Context: an optimization exercise on an open-source flow, tuned for small area, a short achievable clock period and few clock cycles per item. The choices shown serve that exercise and are no tape-out recipe.
The RTL was checked by simulation tests, not by an equivalence proof against the original design.
Power is estimated from default activity; no workload was simulated.

Design bicubic_resizer, start of the top module:
module bicubic_resizer (
   input  logic        i_clk,
   input  logic        i_rstn,
   input  logic [31:0] i_s_data,               
   input  logic        i_s_valid,
   output logic        o_s_ready,
   output resizer_pkg::pixel_t      o_m_data,
   output logic        o_m_valid,
   output logic        o_m_eol,
   output logic        o_m_eof,
   input  logic        i_m_ready
);
For scale: roughly 4100 cells after synthesis, ~940 flip-flops, ~47000 sq um of cells after synthesis.
export LEC_CHECK = 0
export ABC_AREA = 1
export CAP_MARGIN = 20
export CORE_MARGIN = 2
export CORE_UTILIZATION = 40
export CTS_CLUSTER_DIAMETER = 80
export CTS_CLUSTER_SIZE = 24
export PLACE_DENSITY = 0.72
export SETUP_SLACK_MARGIN = 5
export SLEW_MARGIN = 20
create_clock -name core_clock -period 8.0 [get_ports {i_clk}]
run.sh (not shown) runs the stock make flow with config.mk's settings and CLKGATE_MAP_FILE= SYNTH_SCRIPT=/design/flow/synth_recipe.tcl, a recipe that flattens the netlist after the stock synthesis.
Testbench counts at the start, summed over its fixed seeds: cycles 3,248, pixels 3,072.
Next try:
--- a/flow/config.mk
+++ b/flow/config.mk
@@ -10,7 +10,6 @@
 export CORE_MARGIN = 2
 export CORE_UTILIZATION = 40
-export CTS_CLUSTER_DIAMETER = 80
-export CTS_CLUSTER_SIZE = 24
-export PLACE_DENSITY = 0.72
+export CTS_CLUSTER_DIAMETER = 100
+export CTS_CLUSTER_SIZE = 28
 export SETUP_SLACK_MARGIN = 5
 export SLEW_MARGIN = 20
Hold slack improved by 4.5 ps.
Clock power decreases by about 6%.
Wire length increases by 1.7%.
Design area decreases by 0.66%.
Cell count is about the same.
Worst setup slack improved by 31 ps.
Clock skew decreases by 5.9 ps.
Non-clock buffer count increases by 4.
Global-route usage increases by 0.53 points.
Die area is unchanged.

========
Setup of job 105:
bicubic_resizer, a different RTL version from the one above (not shown whole).
Size: ~4000 cells after synthesis, about 64 I/O pins, ~47000 sq um of cells after synthesis.
clock: 8.0 ns
lec_check: 0
abc_area: 1
cap_margin: 20
core_margin: 2
core_utilization: 40
cts_cluster_diameter: 50
cts_cluster_size: 30
setup_slack_margin: 5
slew_margin: 20
Testbench counts of job 105, summed over its fixed seeds: cycles 3,256, pixels 3,072.
The inputs of job 101 differ from those of job 105 as listed below.
- clearing CTS_CLUSTER_DIAMETER, which used to be 50
- clearing CTS_CLUSTER_SIZE, which used to be 30
- clearing ABC_AREA, which used to be 1
[summary]
STATUS worst setup slack: job 101 loses against job 105
Job 101: proportion of synthesized area in mux cells 3.2 points above job 105
Across job 101 and job 105, none had a timing, DRC or antenna violation.
Higher area of the core among job 101 and job 105: job 105
Number of standard cells in the layout, taps in and fillers out (job 101 vs. job 105) decreases by more than 10%
Diff job 105 -> job 101: power density over the cells decreased by 33 nW/um^2 relative to the old numbers, worst hold slack shows no meaningful change, combinational cell fraction of total power lost 4.5 points, worst slew margin relative to its limit -1.8 points, width of the die fell 2.6 microns.
Sort job 101 and job 105 by number of distinct library cell variants in the gate-level netlist after synthesis desc -> top: job 101

========
== lane 5 ==
Starting RTL as in the previous note.
## bicubic_resizer
module bicubic_resizer (
   input  logic        i_clk,
   input  logic        i_rstn,
   input  logic [31:0] i_s_data,               
   input  logic        i_s_valid,
   output logic        o_s_ready,
   output resizer_pkg::pixel_t      o_m_data,
   output logic        o_m_valid,
   output logic        o_m_eol,
   output logic        o_m_eof,
   input  logic        i_m_ready
);
clock: 8.0 ns
lec_check: 0
abc_area: 1
cap_margin: 20
core_margin: 2
core_utilization: 40
cts_cluster_diameter: 100
cts_cluster_size: 32
setup_slack_margin: 5
slew_margin: 20
tns_end_percent: 30
Lane 5 ended with every stage complete and zero timing, DRC or antenna violations.
Testbench counts of lane 5, summed over its fixed seeds: cycles 3,256, pixels 3,072.
> inputs changed (lane 5 -> lane 4)
- TNS_END_PERCENT no longer set, was 30
- CTS_CLUSTER_SIZE now 24, was 32
- CTS_CLUSTER_DIAMETER now 80, was 100
Notes after the runs:
Reported clock group power, lane 4 and lane 5: lower on lane 5. In the flow results for lane 4 and lane 5, the number of buffers inserted by post-CTS setup repair is larger on lane 5. Delta (lane 4 minus lane 5): via count did not really move; final cycle utilization of the critical path went down; data arrival time at the worst-slack endpoint went down.

## static timing again, ports no longer ideal
In the flow no input, the clock included, has a driving cell. The finished layouts below were timed again as built, in two steps.
Step 1 (the two cells are an assumption about what drives the block):
set clk [get_ports {i_clk}]
set_driving_cell -lib_cell sky130_fd_sc_hd__clkbuf_16 $clk
set_driving_cell -lib_cell sky130_fd_sc_hd__buf_2 [delete_from_list [all_inputs] $clk]
Step 2 also shifts input and output timing later by t, the mid clock arrival at the registers, as if the neighbouring blocks saw the same clock.
Slacks: ideal / step 1 / step 2; pairs: ideal / step 1.
run	t, ns	setup slack, ns	worst setup path after step 2	latest minus earliest clock arrival (ns)
the first run of note 1	0.698	5.035 / 5.032 / 4.564	input to register	0.039 / 0.039
the second run of note 1	0.707	5.065 / 5.040 / 4.573	input to register	0.038 / 0.039
job 105	0.742	4.986 / 4.986 / 4.767	input to register	0.036 / 0.036
job 101	0.734	4.548 / 4.548 / 4.548	register to register	0.031 / 0.031
lane 5	0.710	4.756 / 4.756 / 4.756	register to register	0.029 / 0.029
lane 4	0.748	4.986 / 4.986 / 4.785	input to register	0.029 / 0.029
After both steps every run listed still meets setup and hold. The setup slack of the second run of note 1, which loses most, moves by -0.025 ns with the drivers and by -0.492 ns with both steps.
